What follows belongs to an exercise in optimizing a design on an open flow for small area, a short achievable clock period and few clock cycles per item; a production flow would make more cautious choices. RTL that was checked went through simulation tests only; none was proved equivalent to the original. Power figures rest on the tool's default switching activity, not on a simulated workload.

Setup of build 81:
// seg_top
module seg_top (
    input  logic                                clk,
    input  logic                                rst,
    input  logic                                start_process,
    output logic                                processing_done,
    output logic                                mem_req,
    output logic [seg_ctrl_pkg::MEM_ADDR_W-1:0] mem_addr,
    input  logic                                mem_ack,
    input  logic [31:0]                         mem_rdata,
    input  seg_geom_pkg::pix_idx_t              label_addr,
    output seg_geom_pkg::label_t                label,
    output logic [9:0]                          leds
);
For scale: roughly 78 I/O pins, about 23000 um^2 of cells after synthesis.
clock: 8.0 ns
lec_check: 0
cap_margin: 20
core_margin: 2
core_utilization: 66
cts_buf_list: sky130_fd_sc_hd__clkbuf_16
cts_cluster_diameter: 80
cts_cluster_size: 30
place_density: 0.8
setup_slack_margin: 4.8
slew_margin: 20
synth_memory_max_bits: 16384
standard.sh (not shown) runs the stock make flow with config.mk's settings and CLKGATE_MAP_FILE= SYNTH_SCRIPT=/design/flow/synth_recipe.tcl, a recipe that flattens the netlist after the stock synthesis.
==> flow/flow/run.sh <==
#!/bin/bash
# Layout flow: the standard ORFS flow (standard.sh) with two changes.
#  1. Synthesis is the standard one (synth_recipe.tcl, ORFS synth.tcl) except for the ABC
#     script that maps the combinational logic: flow/abc.script replaces ORFS's
#     abc_speed.script, in a copy of ORFS's scripts folder made here. Registers are
#     mapped exactly as in the standard synthesis.
#  2. The port buffers that global placement inserts are buf_2 cells.
# Each tool's output goes to a log file in this folder; ORFS also keeps its per-step logs
# under orfs/logs/.
set -euo pipefail
work=$(pwd)
rm -rf "$work/scripts_abc"
cp -r "$FLOW_HOME/scripts" "$work/scripts_abc"
cp "$work/flow/abc.script" "$work/scripts_abc/abc_speed.script"
bash standard.sh "SCRIPTS_DIR=$work/scripts_abc" synth > synth.log 2>&1
bash standard.sh "BUFFER_PORTS_ARGS=-buffer_cell sky130_fd_sc_hd__buf_2" finish > layout.log 2>&1
==> flow/flow/abc.script <==
&get -n
&st
&dch
&nf -R 20
&put
buffer -c
topo
stime -c
upsize -c
dnsize -c
Testbench counts of build 81, summed over its fixed seeds: cycles 30,746, frames 64.
[inputs] build 21 vs build 81
-- flow/config.mk --
<<< build 81, line 10
export CORE_UTILIZATION = 66
>>> build 21, line 10
export CORE_UTILIZATION = 60
<<< build 81, line 15
export SETUP_SLACK_MARGIN = 4.8
>>> build 21, line 15
export SETUP_SLACK_MARGIN = 4.7
Findings:
In the flow results for build 81 and build 21, the normalized max-slew margin is smaller on build 81.
The library cell contributing the largest single delay on the critical path comes out or4_1 in one run and nor4_1 in the other, namely in build 21 and build 81 respectively.
Higher clock buffer count among build 81 and build 21: build 21
Delta (build 21 minus build 81): synthesized flop and latch total saw little to no change; count of mapped cells out of synthesis saw little to no change; count of filler cells inserted in the layout saw an increase.
Looking at maximum resistive drop on vdd, build 21 sits 150 uV lower than build 81 does.
> inputs changed (build 21 -> build 83)
-- flow/config.mk --
<<< build 21, line 14
>>> build 83, line 14
export GPL_ROUTABILITY_DRIVEN = 0
<<< build 21, line 15
export SETUP_SLACK_MARGIN = 4.7
>>> build 83, line 16
export SETUP_SLACK_MARGIN = 4.8
[summary]
In build 83, the final critical-path required period came out 71 ps below the value in build 21.
Worst slack on hold paths: build 83 better than build 21
In the final reports, the cell area of build 83 is larger than that of build 21.
Taking build 21 as the reference, in build 83 number of placed instances with taps included held; met3 routed wirelength went up 160 um; final wirelength went up 2.8%.

---

seg_top, a different RTL version from the one above (not shown whole).
Size: roughly 590 flip-flops, about 78 I/O pins, ~24,000 um^2 of cells after synthesis.
Settings: LEC_CHECK=0, ABC_CLOCK_PERIOD_IN_PS=2000, CAP_MARGIN=20, CORE_MARGIN=2, CORE_UTILIZATION=60, CTS_BUF_LIST=sky130_fd_sc_hd__clkbuf_16, CTS_CLUSTER_DIAMETER=60, CTS_CLUSTER_SIZE=24, SETUP_SLACK_MARGIN=5, SLEW_MARGIN=20, SYNTH_MEMORY_MAX_BITS=16384; clock period 8.0 ns.
run.sh (not shown) runs the stock make flow with config.mk's settings and CLKGATE_MAP_FILE= SYNTH_SCRIPT=/design/flow/synth_recipe.tcl, a recipe that flattens the netlist after the stock synthesis.
Stock flow here: none of the scripts above is used.
The first run passed the timing, DRC and antenna checks.
Then changed:
CORE_UTILIZATION = 70   (was 60)
CTS_CLUSTER_DIAMETER = 80   (was 60)
CTS_CLUSTER_SIZE = 30   (was 24)
After rerunning: The changed run finished with timing, DRC and antenna clean. Core utilization is higher by 9.4 points. Flip-flop and latch count stays the same. Total power is lower by 3.1%. Routed wire length is higher by 1.8%. Global-route usage is higher by 5.7 points. Clock-buffer cell count is lower by 16. Via count is higher by 2.9%. Register-to-register slack degrades by 0.19 ns. Hold slack improves by 0.010 ns.
No functional check of the RTL was part of any run of this note.

---

Setup of 02-11:
Another version of the RTL of seg_top (not shown whole).
Size: about 590 flip-flops.
clock: 8.0 ns
lec_check: 0
cap_margin: 20
core_margin: 2
core_utilization: 50
setup_slack_margin: 4.5
slew_margin: 20
synth_memory_max_bits: 16384
## Diff of input files: 11-02 against 02-11
Settings: putting ABC_CLOCK_PERIOD_IN_PS at 3000 where nothing was set; swapping 4.5 for 5 in SETUP_SLACK_MARGIN; putting CTS_BUF_LIST at sky130_fd_sc_hd__clkbuf_4 sky130_fd_sc_hd__clkbuf_8 where nothing was set.
Findings:
Cmp 11-02 and 02-11 / part of the cycle the worst path needs / lower: 11-02
Compared with 02-11, 11-02 shows portion of total power attributed to the clock network lower by 0.9 points.
Going from 02-11 to 11-02, the via count was found to have gone up by about 3%.
The number of global-route vias before repair number comes out higher for 11-02 vs 02-11.
On switching power total, 11-02 tracks 02-11 almost exactly.
Compared with 02-11, 11-02 shows relative contribution of sequential cells to total power higher by 1.0 points.
In 11-02 relative to 02-11, maximum operating frequency had gone up slightly.
No run of this note included a check of the RTL's function; only the layout flow was run.

---

The RTL this note starts from:
==> flow/design.v <==
package seg_geom_pkg;
    localparam int IMG_W       = 16;
    localparam int IMG_H       = 16;
    localparam int NUM_CH      = 3;
    localparam int NUM_PIX     = IMG_W * IMG_H;
    localparam int NUM_BYTES   = NUM_PIX * NUM_CH;
    localparam int NUM_CLASSES = 4;
    typedef logic [7:0] pix_idx_t;
    typedef logic [1:0] label_t;
    typedef logic [7:0] pixel_t;
endpackage
package seg_ctrl_pkg;
    localparam int MEM_ADDR_W      = 20;
    localparam int WORDS_PER_FRAME = 192;
endpackage
`timescale 1ns/1ns
module frame_ram (
    input  logic       clk,
    input  logic       shift,
    input  logic [3:0] pair_in,      
    input  logic [7:0] raddr,
    output logic [1:0] rdata
);
    logic [511:0] mem;
    always_ff @(posedge clk) begin
        if (shift) begin
            mem <= {pair_in, mem[511:4]};
        end
    end
    logic [7:0] dlo;
    logic [7:0] dhi;
    logic [7:0] grp [0:7];
    logic [7:0] rd;
    logic [7:0] quad_q;
    logic [3:0] sel_q;
    always_comb begin
        for (int k = 0; k < 8; k++) begin
            dlo[k] = (raddr[4:2] == 3'(k));
            dhi[k] = (raddr[7:5] == 3'(k));
        end
        for (int i = 0; i < 8; i++) begin
            grp[i] = 8'h00;
            for (int k = 0; k < 8; k++) begin
                grp[i] = grp[i] | ({8{dlo[k]}} & mem[8*(8*i+k) +: 8]);
            end
        end
        rd = 8'h00;
        for (int i = 0; i < 8; i++) begin
            rd = rd | ({8{dhi[i]}} & grp[i]);
        end
    end
    always_ff @(posedge clk) begin
        quad_q <= rd;
        for (int k = 0; k < 4; k++) begin
            sel_q[k] <= (raddr[1:0] == 2'(k));
        end
    end
    always_comb begin
        rdata = 2'b00;
        for (int k = 0; k < 4; k++) begin
            rdata = rdata | ({2{sel_q[k]}} & quad_q[2*k +: 2]);
        end
    end
endmodule
`timescale 1ns/1ns
module class_cmp (
    input  logic [7:0] r,
    input  logic [7:0] g,
    input  logic [7:0] b,
    output logic [2:0] mx        
);
    function automatic logic ge8(input logic [7:0] x, input logic [7:0] y);
        logic c;
        c = 1'b1;
        for (int i = 0; i < 8; i++) begin
            c = (x[i] & ~y[i]) | (x[i] & c) | (~y[i] & c);
        end
        ge8 = c;
    endfunction
    logic r_ge_g, r_ge_b, g_ge_b;
    assign r_ge_g = ge8(r, g);
    assign r_ge_b = ge8(r, b);
    assign g_ge_b = ge8(g, b);
    assign mx[0] = r_ge_g && r_ge_b;
    assign mx[1] = !r_ge_g && g_ge_b;
    assign mx[2] = !mx[0] && !mx[1];
endmodule
module class_sort (
    input  logic [7:0] r,
    input  logic [7:0] g,
    input  logic [7:0] b,
    input  logic [2:0] mx,       
    output logic [7:0] m,        
    output logic [7:0] a1,       
    output logic [7:0] b1
);
    assign m  = ({8{mx[0]}} & r) | ({8{mx[1]}} & g) | ({8{mx[2]}} & b);
    assign a1 = ({8{mx[0]}} & g) | ({8{!mx[0]}} & r);
    assign b1 = ({8{mx[2]}} & g) | ({8{!mx[2]}} & b);
endmodule
module class_scorer (
    input  logic [7:0] m,        
    input  logic [7:0] a1,
    input  logic [7:0] b1,
    input  logic [1:0] mx,       
    output logic [1:0] lbl
);
    function automatic logic over(input logic [7:0] x, input logic [7:0] y, input logic [7:0] z);
        logic [10:0] p, q, s, k;
        logic [10:0] cc;
        logic c;
        integer i;
        p = 11'd0;
        q = 11'd0;
        for (i = 0; i < 8; i = i + 1) begin
            p[i]   = x[i] ^ y[i] ^ ~z[i];
            q[i+1] = (x[i] & y[i]) | (x[i] & ~z[i]) | (y[i] & ~z[i]);
        end
        cc = 11'd668;
        s = 11'd0;
        k = 11'd0;
        for (i = 0; i < 10; i = i + 1) begin
            s[i]   = p[i] ^ q[i] ^ cc[i];
            k[i+1] = cc[i] ? (p[i] | q[i]) : (p[i] & q[i]);
        end
        c = 1'b0;
        for (i = 0; i < 10; i = i + 1) begin
            c = (s[i] & k[i]) | (s[i] & c) | (k[i] & c);
        end
        over = c | k[10];
    endfunction
    always_comb begin
        if (over(a1, b1, m)) lbl = 2'd3;
        else if (mx[0])      lbl = 2'd0;
        else if (mx[1])      lbl = 2'd1;
        else                 lbl = 2'd2;
    end
endmodule
`timescale 1ns/1ns
module seg_top (
    input  logic                                clk,
    input  logic                                rst,
    input  logic                                start_process,
    output logic                                processing_done,
    output logic                                mem_req,
    output logic [seg_ctrl_pkg::MEM_ADDR_W-1:0] mem_addr,
    input  logic                                mem_ack,
    input  logic [31:0]                         mem_rdata,
    input  seg_geom_pkg::pix_idx_t              label_addr,
    output seg_geom_pkg::label_t                label,
    output logic [9:0]                          leds
);
    logic        busy;        
    logic        flag;        
    logic [7:0]  waddr;       
    logic [2:0]  wph;         
    logic        got;         
    logic        v1;          
    logic [1:0]  ph1;         
    logic        last1;       
    logic [23:0] pa;          
    logic [23:0] pb;          
    logic [2:0]  xa, xb;      
    logic [1:0]  pend;        
    logic        shift;       
    logic [3:0]  pair_in;     
    assign got = mem_req && mem_ack;
    always_ff @(posedge clk or posedge rst) begin
        if (rst) begin
            busy    <= 1'b0;
            flag    <= 1'b0;
            mem_req <= 1'b0;
            waddr   <= '0;
            wph     <= 3'b001;
            v1      <= 1'b0;
            ph1     <= '0;
            last1   <= 1'b0;
        end else begin
            v1    <= got;
            ph1   <= wph[2:1];
            last1 <= got && (waddr == 8'(seg_ctrl_pkg::WORDS_PER_FRAME - 1));
            if (!busy) begin
                if (start_process) begin
                    busy    <= 1'b1;
                    flag    <= 1'b0;
                    mem_req <= 1'b1;
                    waddr   <= '0;
                    wph     <= 3'b001;
                end
            end else begin
                if (got) begin
                    waddr <= waddr + 1'b1;
                    wph   <= {wph[1:0], wph[2]};
                    if (waddr == 8'(seg_ctrl_pkg::WORDS_PER_FRAME - 1)) begin
                        mem_req <= 1'b0;
                    end
                end
                if (v1 && last1) begin
                    busy <= 1'b0;
                    flag <= 1'b1;
                end
            end
        end
    end
    logic [15:0] h;
    logic [23:0] na;
    assign h = pb[23:8];
    always_comb begin
        na = ({24{wph[0]}} & mem_rdata[23:0])
           | ({24{wph[1]}} & {mem_rdata[15:0], h[15:8]})
           | ({24{wph[2]}} & {mem_rdata[7:0], h});
    end
    logic [2:0] nxa, nxb;
    class_cmp u_cmp_a (.r(na[7:0]), .g(na[15:8]), .b(na[23:16]), .mx(nxa));
    class_cmp u_cmp_b (.r(mem_rdata[15:8]), .g(mem_rdata[23:16]), .b(mem_rdata[31:24]), .mx(nxb));
    always_ff @(posedge clk) begin
        pa <= na;
        xa <= nxa;
        xb <= nxb;
        if (got) begin
            pb <= mem_rdata[31:8];
        end
    end
    logic [7:0] ma, a1a, b1a, mb, a1b, b1b;
    logic [1:0] la, lb;
    class_sort u_sort_a (.r(pa[7:0]), .g(pa[15:8]), .b(pa[23:16]), .mx(xa),
                         .m(ma), .a1(a1a), .b1(b1a));
    class_sort u_sort_b (.r(pb[7:0]), .g(pb[15:8]), .b(pb[23:16]), .mx(xb),
                         .m(mb), .a1(a1b), .b1(b1b));
    class_scorer u_cls_a (.m(ma), .a1(a1a), .b1(b1a), .mx(xa[1:0]), .lbl(la));
    class_scorer u_cls_b (.m(mb), .a1(a1b), .b1(b1b), .mx(xb[1:0]), .lbl(lb));
    always_ff @(posedge clk) begin
        if (v1 && ph1 == 2'd0) begin
            pend <= la;
        end
    end
    assign shift   = v1 && (ph1 != 2'd0);
    assign pair_in = ph1[0] ? {la, pend} : {lb, la};
    frame_ram u_label_ram (
        .clk     (clk),
        .shift   (shift),
        .pair_in (pair_in),
        .raddr   (label_addr),
        .rdata   (label)
    );
    assign processing_done = !busy;
    assign mem_addr        = {12'b0, waddr};
    assign leds            = {7'b0, flag, 1'b0, busy};
endmodule
clock: 8.0 ns
lec_check: 0
cap_margin: 20
core_margin: 2
core_utilization: 60
cts_buf_list: sky130_fd_sc_hd__clkbuf_16
cts_cluster_diameter: 60
cts_cluster_size: 24
place_density: 0.8
setup_slack_margin: 5
slew_margin: 20
synth_memory_max_bits: 16384
standard.sh (not shown) runs the stock make flow with config.mk's settings and CLKGATE_MAP_FILE= SYNTH_SCRIPT=/design/flow/synth_recipe.tcl, a recipe that flattens the netlist after the stock synthesis.
==> flow/flow/run.sh <==
#!/bin/bash
# Layout flow: the standard ORFS flow (standard.sh) unchanged, except that the port
# buffers that global placement inserts are buf_2 cells (a fast, small buffer) instead of
# the flow's default pick. Each tool's output goes to a log file in this folder; ORFS also
# keeps its per-step logs under orfs/logs/.
set -euo pipefail
bash standard.sh synth > synth.log 2>&1
bash standard.sh "BUFFER_PORTS_ARGS=-buffer_cell sky130_fd_sc_hd__buf_2" finish > layout.log 2>&1
Testbench counts at the start, summed over its fixed seeds: cycles 30,746, frames 64.
==> next run, changes <==
==> flow/flow/run.sh (replaced) <==
#!/bin/bash
# Layout flow: the standard ORFS flow (standard.sh) with two changes.
#  1. Synthesis is the standard one (synth_recipe.tcl, ORFS synth.tcl) except for the ABC
#     script that maps the combinational logic: flow/abc.script replaces ORFS's
#     abc_speed.script, in a copy of ORFS's scripts folder made here. Registers are
#     mapped exactly as in the standard synthesis.
#  2. The port buffers that global placement inserts are buf_2 cells.
# Each tool's output goes to a log file in this folder; ORFS also keeps its per-step logs
# under orfs/logs/.
set -euo pipefail
work=$(pwd)
rm -rf "$work/scripts_abc"
cp -r "$FLOW_HOME/scripts" "$work/scripts_abc"
cp "$work/flow/abc.script" "$work/scripts_abc/abc_speed.script"
bash standard.sh "SCRIPTS_DIR=$work/scripts_abc" synth > synth.log 2>&1
bash standard.sh "BUFFER_PORTS_ARGS=-buffer_cell sky130_fd_sc_hd__buf_2" finish > layout.log 2>&1
==> flow/flow/abc.script (new file) <==
strash
dch
amap
topo
stime -c
buffer -c
upsize -c
dnsize -c
After rerunning: Clock skew barely changes; setup slack gets worse by 1.2 ns; critical path depth increases by 9; clock power decreases by 9.3%; utilization increases by 2.9 points; count of clock-buffer cells in the layout decreases by 3; final cell count decreases by 3.2%; sequential cell count stays the same; design area decreases by 3.7%.
==> next run, changes <==
==> flow/flow/run.sh (replaced) <==
#!/bin/bash
# Layout flow: the standard ORFS flow (standard.sh) unchanged, except that the port
# buffers that global placement inserts are buf_2 cells (a fast, small buffer) instead of
# the flow's default pick. Each tool's output goes to a log file in this folder; ORFS also
# keeps its per-step logs under orfs/logs/.
set -euo pipefail
bash standard.sh synth > synth.log 2>&1
bash standard.sh "BUFFER_PORTS_ARGS=-buffer_cell sky130_fd_sc_hd__buf_2" finish > layout.log 2>&1
Settings changed: CTS_CLUSTER_DIAMETER 60 to 80, CTS_CLUSTER_SIZE 24 to 30.
removed: flow/flow/abc.script
Result: Clock-buffer cell count shrinks by 8; setup slack gains 1.1 ns; synthesized area climbs by 7.7%; wire length falls by 12%; final cell count is higher by 0.88%; design area is higher by 1.4%; clock skew is higher by 0.0040 ns; sequential cell count does not change; fmax rises by 36%; synthesized cell count goes up by 6.7%.
==> next run, changes <==
==> flow/flow/run.sh (replaced) <==
#!/bin/bash
# Layout flow: the standard ORFS flow (standard.sh) with two changes.
#  1. Synthesis is the standard one (synth_recipe.tcl, ORFS synth.tcl) except for the ABC
#     script that maps the combinational logic: flow/abc.script replaces ORFS's
#     abc_speed.script, in a copy of ORFS's scripts folder made here. Registers are
#     mapped exactly as in the standard synthesis.
#  2. The port buffers that global placement inserts are buf_2 cells.
# Each tool's output goes to a log file in this folder; ORFS also keeps its per-step logs
# under orfs/logs/.
set -euo pipefail
work=$(pwd)
rm -rf "$work/scripts_abc"
cp -r "$FLOW_HOME/scripts" "$work/scripts_abc"
cp "$work/flow/abc.script" "$work/scripts_abc/abc_speed.script"
bash standard.sh "SCRIPTS_DIR=$work/scripts_abc" synth > synth.log 2>&1
bash standard.sh "BUFFER_PORTS_ARGS=-buffer_cell sky130_fd_sc_hd__buf_2" finish > layout.log 2>&1
==> flow/flow/abc.script (new file) <==
&get -n
&st
&dch
&nf -R 20
&put
buffer -c
topo
stime -c
upsize -c
dnsize -c
Settings changed: CTS_CLUSTER_DIAMETER 80 to 60, CTS_CLUSTER_SIZE 30 to 24.
Routed wire length increases slightly.
Critical path depth is unchanged.
Flip-flop and latch count stays the same.
Design area decreases by a few percent.
Worst setup slack gets worse by 0.090 ns.
Clock skew goes up by 0.0040 ns.
Cell count drops by a few percent.
Sequential power is higher by a few percent.

-- re-timing with driven ports --
The results above use ideal ports. As a check the final layouts listed here were re-extracted and re-timed, cells and wires unchanged. Step 1, drivers: a clkbuf_16 drives clk and a buf_2 each remaining input, both assumed. Step 2 also shifts input and output timing later by t, the mid clock arrival at the registers, as if the neighbouring blocks saw the same clock. Three values: ideal, step 1, step 2; two values: the first two.
run | t (ns) | setup slack, ns | hold slack, ns | worst setup path at the end | cell pins on the clock port's net
build 81 | 0.633 | 4.794 / 4.696 / 4.063 | 0.442 / 0.442 / 0.442 | input to register | 1
build 21 | 0.632 | 4.766 / 4.777 / 4.145 | 0.427 / 0.427 / 0.427 | input to register | 1
build 83 | 0.643 | 4.837 / 4.837 / 4.194 | 0.433 / 0.433 / 0.433 | input to register | 1
the first run of note 2 | 0.637 | 4.516 / 4.531 / 3.894 | 0.440 / 0.440 / 0.440 | input to register | 1
the second run of note 2 | 0.638 | 4.262 / 4.301 / 3.663 | 0.450 / 0.450 / 0.450 | input to register | 1
02-11 | 0.667 | 3.040 / 3.040 / 3.040 | 0.411 / 0.411 / 0.411 | register to register | 1
11-02 | 0.728 | 3.085 / 3.085 / 3.085 | 0.404 / 0.404 / 0.404 | register to register | 1
the first run of note 4 | 0.631 | 4.963 / 4.812 / 4.181 | 0.425 / 0.425 / 0.425 | input to register | 1
the second run of note 4 | 0.609 | 3.752 / 3.752 / 3.752 | 0.433 / 0.433 / 0.433 | register to register | 1
the third run of note 4 | 0.652 | 4.865 / 4.698 / 4.046 | 0.434 / 0.434 / 0.434 | input to register | 1
the fourth run of note 4 | 0.608 | 4.774 / 4.700 / 4.092 | 0.426 / 0.426 / 0.426 | input to register | 1
After both steps every run listed still meets setup and hold. The setup slack of the third run of note 4, which loses most, moves by -0.167 ns with the drivers and by -0.819 ns with both steps.
